From an optimization exercise on the open Yosys and OpenROAD flow, aimed at small area, a short achievable clock period and few clock cycles per item; shortcuts taken in it are not production practice.
Where RTL was checked, it was by simulation tests only, not by an equivalence proof against the original.
The flow treats the clock pin as an ideal source, which a real chip does not have.
Power figures rest on the tool's default switching activity, not on a simulated workload.

// kmp_substring_search_core
module kmp_substring_search_core (
  input  logic                          clk_i,
  input  logic                          rst_ni,
  input  logic                          in_valid_i,
  output logic                          in_ready_o,
  input  logic [kmp_pkg::REQ_W-1:0]     req_type_i,
  input  logic [kmp_pkg::CHAR_W-1:0]    char_value_i,
  input  logic                          last_text_i,
  output logic                          out_valid_o,
  input  logic                          out_ready_i,
  output logic [kmp_pkg::STAT_W-1:0]    status_o,
  output logic [kmp_pkg::POS_W-1:0]     match_position_o,
  output logic [kmp_pkg::CNT_W-1:0]     pattern_count_o
);
  localparam int NP = kmp_pkg::MAX_PATTERN;
  logic o_v_q;
  logic hold, adv;
  logic sk_empty_q, sk_empty_d;
  logic rdy_q;
  logic xfer;
  assign hold = o_v_q & ~out_ready_i;
  assign adv  = ~hold;
  assign xfer = in_valid_i & sk_empty_q;
  assign sk_empty_d = adv | (sk_empty_q & ~in_valid_i);
  always_ff @(posedge clk_i) rdy_q <= sk_empty_d;
  assign in_ready_o = rdy_q;
  logic       a_v_q;
  logic [1:0] a_t_q;
  logic [7:0] a_c_q;
  logic       a_l_q;
  logic [1:0] s_t_q;
  logic [7:0] s_c_q;
  logic       s_l_q;
  always_ff @(posedge clk_i or negedge rst_ni) begin
    if (!rst_ni) begin
      a_v_q      <= 1'b0;
      sk_empty_q <= 1'b1;
    end else begin
      if (adv) a_v_q <= ~sk_empty_q | xfer;
      sk_empty_q <= sk_empty_d;
    end
  end
  always_ff @(posedge clk_i) begin
    if (adv) begin
      if (!sk_empty_q) begin
        a_t_q <= s_t_q;
        a_c_q <= s_c_q;
        a_l_q <= s_l_q;
      end else begin
        a_t_q <= req_type_i;
        a_c_q <= char_value_i;
        a_l_q <= last_text_i;
      end
    end
    if (sk_empty_q) begin
      s_t_q <= req_type_i;
      s_c_q <= char_value_i;
      s_l_q <= last_text_i;
    end
  end
  logic [7:0]    q_q [NP];
  logic [NP-1:0] e_q;
  logic [6:0]    len_q;
  logic [NP-1:0] inj;       
  ...
For scale: about 2100 cells after synthesis, ~680 flip-flops.
clock: 6.0 ns
lec_check: 0
abc_clock_period_in_ps: 2200
cap_margin: 20
core_margin: 2
core_utilization: 40
cts_buf_list: sky130_fd_sc_hd__clkbuf_16
cts_cluster_diameter: 100
cts_cluster_size: 30
setup_slack_margin: 4.0
slew_margin: 20
run.sh (not shown) runs the stock make flow with config.mk's settings and CLKGATE_MAP_FILE= SYNTH_SCRIPT=/design/flow/synth_recipe.tcl, a recipe that flattens the netlist after the stock synthesis.
The first run produced a clean layout.
Change:
--- a/flow/config.mk
+++ b/flow/config.mk
@@ -8 +8 @@
-export ABC_CLOCK_PERIOD_IN_PS = 2200
+export ABC_CLOCK_PERIOD_IN_PS = 2500
@@ -15 +15 @@
-export SETUP_SLACK_MARGIN = 4.0
+export SETUP_SLACK_MARGIN = 3.8
Result:
- The new run finished clean
- core utilization falls by 4.1 points
- total power decreases by 8.1%
- sequential share of layout area increases by 5.0 points
Change:
--- a/flow/config.mk
+++ b/flow/config.mk
@@ -8 +8 @@
-export ABC_CLOCK_PERIOD_IN_PS = 2500
+export ABC_CLOCK_PERIOD_IN_PS = 3500
@@ -15 +15 @@
-export SETUP_SLACK_MARGIN = 3.8
+export SETUP_SLACK_MARGIN = 3.65
After rerunning: Worst hold slack degrades by 0.0042 ns; area after synthesis stays the same; power shrinks by 1.2%.
Function was not checked in any run of this note: the RTL went through the layout flow alone.

---

Another version of the RTL of kmp_substring_search_core (not shown whole).
Size in the first run: ~2100 cells after synthesis, ~680 flip-flops, ~29000 um^2 of cells after synthesis.
==> flow/config.mk <==
export PLATFORM = sky130hd
export DESIGN_NAME = kmp_substring_search_core
export DESIGN_NICKNAME = kmp_substring_search_core
export VERILOG_FILES = /design/flow/design.v
export SDC_FILE = /design/flow/constraint.sdc
export NUM_CORES = 4
export LEC_CHECK = 0
export ABC_CLOCK_PERIOD_IN_PS = 2500
export CAP_MARGIN = 10
export CORE_MARGIN = 2
export CORE_UTILIZATION = 50
export CTS_BUF_LIST = sky130_fd_sc_hd__clkbuf_16
export CTS_CLUSTER_DIAMETER = 100
export CTS_CLUSTER_SIZE = 30
export SETUP_SLACK_MARGIN = 3.8
export SLEW_MARGIN = 10
==> flow/constraint.sdc <==
create_clock -name core_clock -period 6.0 [get_ports {clk_i}]
set_input_delay 1.2000 -clock core_clock [delete_from_list [all_inputs] [get_ports {clk_i}]]
set_output_delay 1.2000 -clock core_clock [all_outputs]
set_load 0.01 [all_outputs]
standard.sh (not shown) runs the stock make flow with config.mk's settings and CLKGATE_MAP_FILE= SYNTH_SCRIPT=/design/flow/synth_recipe.tcl, a recipe that flattens the netlist after the stock synthesis.
==> flow/flow/run.sh <==
#!/bin/bash
set -euo pipefail
work=$(cd "$(dirname "$0")/.." && pwd)
cd "$work"
export POST_CTS_TCL="$work/flow/collapse.tcl"
bash standard.sh > "$work/standard.log" 2>&1
==> flow/flow/collapse.tcl <==
set block [ord::get_db_block]
set clk_net [$block findNet clk_i]
set roots {}
foreach it [$clk_net getITerms] { lappend roots [$it getInst] }
if {[llength $roots] == 1} {
  set root [lindex $roots 0]
  set rnet [[$root findITerm X] getNet]
  set loads {}
  foreach it [$rnet getITerms] {
    if {[$it getInst] ne $root} { lappend loads $it }
  }
  if {[string match "sky130_fd_sc_hd__clkbuf_*" [[$root getMaster] getName]] && [llength $loads] <= 4} {
    foreach it $loads {
      $it disconnect
      $it connect $clk_net
    }
    [$root findITerm A] disconnect
    [$root findITerm X] disconnect
    odb::dbInst_destroy $root
    odb::dbNet_destroy $rnet
    puts "collapse: clock port now drives [llength $loads] buffers directly"
  }
}
The starting point completed with no timing, DRC or antenna violations.
Testbench counts at the start, summed over its fixed seeds: cycles 21,147, items 21,123.
Change:
==> flow/run.sh (new file) <==
#!/bin/bash
# synth_recipe.tcl (not shown) runs the flow's synth.tcl, then flattens the netlist and writes it again
# the make line also repeats each setting of config.mk as NAME=value (left out here)
make -C /OpenROAD-flow-scripts/flow DESIGN_CONFIG=/design/flow/config.mk WORK_HOME=/design/flow/orfs CLKGATE_MAP_FILE= SYNTH_SCRIPT=/design/flow/synth_recipe.tcl finish
CAP_MARGIN = 20   (was 10)
SLEW_MARGIN = 20   (was 10)
removed: flow/flow/run.sh
removed: flow/flow/collapse.tcl
removed: flow/standard.sh
What happened: The new run completed without violations. Routed wire length falls slightly. Sequential share of layout area hardly moves. Via count stays flat. Design area barely changes. Non-clock buffer count increases by 1. Worst setup slack got worse by 0.14 ns. Flip-flop and latch count stays the same. Maximum frequency goes down by a few percent.
Change:
==> flow/flow/run.sh (new file) <==
#!/bin/bash
set -euo pipefail
work=$(cd "$(dirname "$0")/.." && pwd)
cd "$work"
export POST_CTS_TCL="$work/flow/collapse.tcl"
bash standard.sh > "$work/standard.log" 2>&1
==> flow/flow/collapse.tcl (new file) <==
set block [ord::get_db_block]
set clk_net [$block findNet clk_i]
set roots {}
foreach it [$clk_net getITerms] { lappend roots [$it getInst] }
if {[llength $roots] == 1} {
  set root [lindex $roots 0]
  set rnet [[$root findITerm X] getNet]
  set loads {}
  foreach it [$rnet getITerms] {
    if {[$it getInst] ne $root} { lappend loads $it }
  }
  if {[string match "sky130_fd_sc_hd__clkbuf_*" [[$root getMaster] getName]] && [llength $loads] <= 4} {
    foreach it $loads {
      $it disconnect
      $it connect $clk_net
    }
    [$root findITerm A] disconnect
    [$root findITerm X] disconnect
    odb::dbInst_destroy $root
    odb::dbNet_destroy $rnet
    puts "collapse: clock port now drives [llength $loads] buffers directly"
  }
}
==> flow/standard.sh (new file) <==
#!/bin/bash
# synth_recipe.tcl (not shown) runs the flow's synth.tcl, then flattens the netlist and writes it again
# the make line also repeats each setting of config.mk as NAME=value (left out here)
make -C /OpenROAD-flow-scripts/flow DESIGN_CONFIG=/design/flow/config.mk WORK_HOME=/design/flow/orfs CLKGATE_MAP_FILE= SYNTH_SCRIPT=/design/flow/synth_recipe.tcl "${@:-finish}"
CORE_UTILIZATION = 40   (was 50)
removed: flow/run.sh
Effect:
- wire length hardly moves
- setup slack improves by 0.13 ns
- power decreases slightly
- sequential power hardly moves
- hold slack improves by 0.0071 ns
- die area increases by a quarter to a third
- flip-flop and latch count stays the same

---

kmp_substring_search_core, a different RTL version from the one above (not shown whole).
For scale: ~2,100 cells after synthesis, roughly 680 flip-flops, ~43 I/O pins, about 29,000 µm² of cells after synthesis.
clock: 6.0 ns
lec_check: 0
abc_clock_period_in_ps: 3000
cap_margin: 10
core_margin: 2
core_utilization: 40
cts_buf_list: sky130_fd_sc_hd__clkbuf_16
cts_cluster_diameter: 100
cts_cluster_size: 30
setup_slack_margin: 3.7
slew_margin: 10
==> flow/flow/run.sh <==
#!/bin/bash
set -euo pipefail
work=$(cd "$(dirname "$0")/.." && pwd)
cd "$work"
export POST_CTS_TCL="$work/flow/collapse.tcl"
bash standard.sh > "$work/standard.log" 2>&1
==> flow/flow/collapse.tcl <==
set block [ord::get_db_block]
set clk_net [$block findNet clk_i]
set roots {}
foreach it [$clk_net getITerms] { lappend roots [$it getInst] }
if {[llength $roots] == 1} {
  set root [lindex $roots 0]
  set rnet [[$root findITerm X] getNet]
  set loads {}
  foreach it [$rnet getITerms] {
    if {[$it getInst] ne $root} { lappend loads $it }
  }
  if {[string match "sky130_fd_sc_hd__clkbuf_*" [[$root getMaster] getName]] && [llength $loads] <= 4} {
    foreach it $loads {
      $it disconnect
      $it connect $clk_net
    }
    [$root findITerm A] disconnect
    [$root findITerm X] disconnect
    odb::dbInst_destroy $root
    odb::dbNet_destroy $rnet
    puts "collapse: clock port now drives [llength $loads] buffers directly"
  }
}
Testbench counts at the start, summed over its fixed seeds: cycles 21,147, items 21,123.
==> next run, changes <==
==> flow/run.sh (new file) <==
#!/bin/bash
# synth_recipe.tcl (not shown) runs the flow's synth.tcl, then flattens the netlist and writes it again
# the make line also repeats each setting of config.mk as NAME=value (left out here)
make -C /OpenROAD-flow-scripts/flow DESIGN_CONFIG=/design/flow/config.mk WORK_HOME=/design/flow/orfs CLKGATE_MAP_FILE= SYNTH_SCRIPT=/design/flow/synth_recipe.tcl finish
ABC_CLOCK_PERIOD_IN_PS = 2500   (was 3000)
CAP_MARGIN = 20   (was 10)
SETUP_SLACK_MARGIN = 3.8   (was 3.7)
SLEW_MARGIN = 20   (was 10)
removed: flow/flow/run.sh
removed: flow/flow/collapse.tcl
removed: flow/standard.sh
What happened: Area after synthesis does not change; wire length stays flat; worst setup slack is worse by 0.11 ns; design area increases by about 0.7%; sequential share of layout area drops by 0.40 points; hold slack gets better by 0.030 ns.
==> next run, changes <==
==> flow/flow/run.sh (new file) <==
#!/bin/bash
set -euo pipefail
work=$(cd "$(dirname "$0")/.." && pwd)
cd "$work"
export POST_CTS_TCL="$work/flow/collapse.tcl"
bash standard.sh > "$work/standard.log" 2>&1
==> flow/flow/collapse.tcl (new file) <==
set block [ord::get_db_block]
set clk_net [$block findNet clk_i]
set roots {}
foreach it [$clk_net getITerms] { lappend roots [$it getInst] }
if {[llength $roots] == 1} {
  set root [lindex $roots 0]
  set rnet [[$root findITerm X] getNet]
  set loads {}
  foreach it [$rnet getITerms] {
    if {[$it getInst] ne $root} { lappend loads $it }
  }
  if {[string match "sky130_fd_sc_hd__clkbuf_*" [[$root getMaster] getName]] && [llength $loads] <= 4} {
    foreach it $loads {
      $it disconnect
      $it connect $clk_net
    }
    [$root findITerm A] disconnect
    [$root findITerm X] disconnect
    odb::dbInst_destroy $root
    odb::dbNet_destroy $rnet
    puts "collapse: clock port now drives [llength $loads] buffers directly"
  }
}
==> flow/standard.sh (new file) <==
#!/bin/bash
# synth_recipe.tcl (not shown) runs the flow's synth.tcl, then flattens the netlist and writes it again
# the make line also repeats each setting of config.mk as NAME=value (left out here)
make -C /OpenROAD-flow-scripts/flow DESIGN_CONFIG=/design/flow/config.mk WORK_HOME=/design/flow/orfs CLKGATE_MAP_FILE= SYNTH_SCRIPT=/design/flow/synth_recipe.tcl "${@:-finish}"
CORE_UTILIZATION = 45   (was 40)
removed: flow/run.sh
Worst setup slack improves by 0.14 ns; non-clock buffer count went down by 8; count of clock-buffer cells in the layout does not change; global-route usage went up by 1.6 points; final area went down by 1.3%; power went down by 1.6%; via count stays flat; sequential share of layout area went up by 0.77 points; worst hold slack degrades by 0.031 ns.
==> next run, changes <==
CORE_UTILIZATION = 50   (was 45)
PLACE_DENSITY = 0.75   (was unset)
What happened: The changed run ran to the end with no violations. Core utilization is higher by 5.7 points. Non-clock buffer count is higher by 5. Hold slack gets better by 0.017 ns. Global-route usage is higher by 1.4 points. Total power hardly moves.

==> re-timing with driven ports <==
The flow's constraints put no driver on any port. The routed layouts listed below were extracted and timed again, unchanged, in two steps.
Step 1: set_driving_cell puts a clkbuf_16 on clk_i and a buf_2 on each other input, an assumption about the parent block.
Step 2 also shifts input and output timing later by t, the mid clock arrival at the registers, as if the neighbouring blocks saw the same clock.
a / b / c = ideal ports / drivers / drivers and shift; a / b = the first two.
| run | t (ns) | setup slack, ns | slew at the worst register clock pin (ns) | worst data-port slew with drivers (ns) |
|---|---|---|---|---|
| the first run of note 1 | 0.671 | 3.620 / 3.560 / 3.121 | 0.12 / 0.12 | 0.05 |
| the second run of note 1 | 0.665 | 3.643 / 3.583 / 3.169 | 0.12 / 0.12 | 0.04 |
| the third run of note 1 | 0.673 | 3.608 / 3.544 / 3.034 | 0.12 / 0.12 | 0.04 |
| the first run of note 2 | 0.567 | 3.753 / 3.667 / 3.314 | 0.12 / 0.12 | 0.05 |
| the second run of note 2 | 0.679 | 3.617 / 3.553 / 3.205 | 0.12 / 0.12 | 0.05 |
| the third run of note 2 | 0.555 | 3.743 / 3.671 / 3.232 | 0.12 / 0.12 | 0.04 |
| the first run of note 3 | 0.545 | 3.655 / 3.655 / 3.184 | 0.12 / 0.12 | 0.04 |
| the second run of note 3 | 0.673 | 3.548 / 3.486 / 3.183 | 0.12 / 0.12 | 0.05 |
| the third run of note 3 | 0.560 | 3.688 / 3.664 / 3.335 | 0.12 / 0.12 | 0.04 |
| the fourth run of note 3 | 0.537 | 3.546 / 3.546 / 3.329 | 0.12 / 0.12 | 0.05 |
After both steps setup and hold are still met in every run listed. The setup slack of the third run of note 1, which loses most, moves by -0.064 ns with the drivers and by -0.574 ns with both steps.
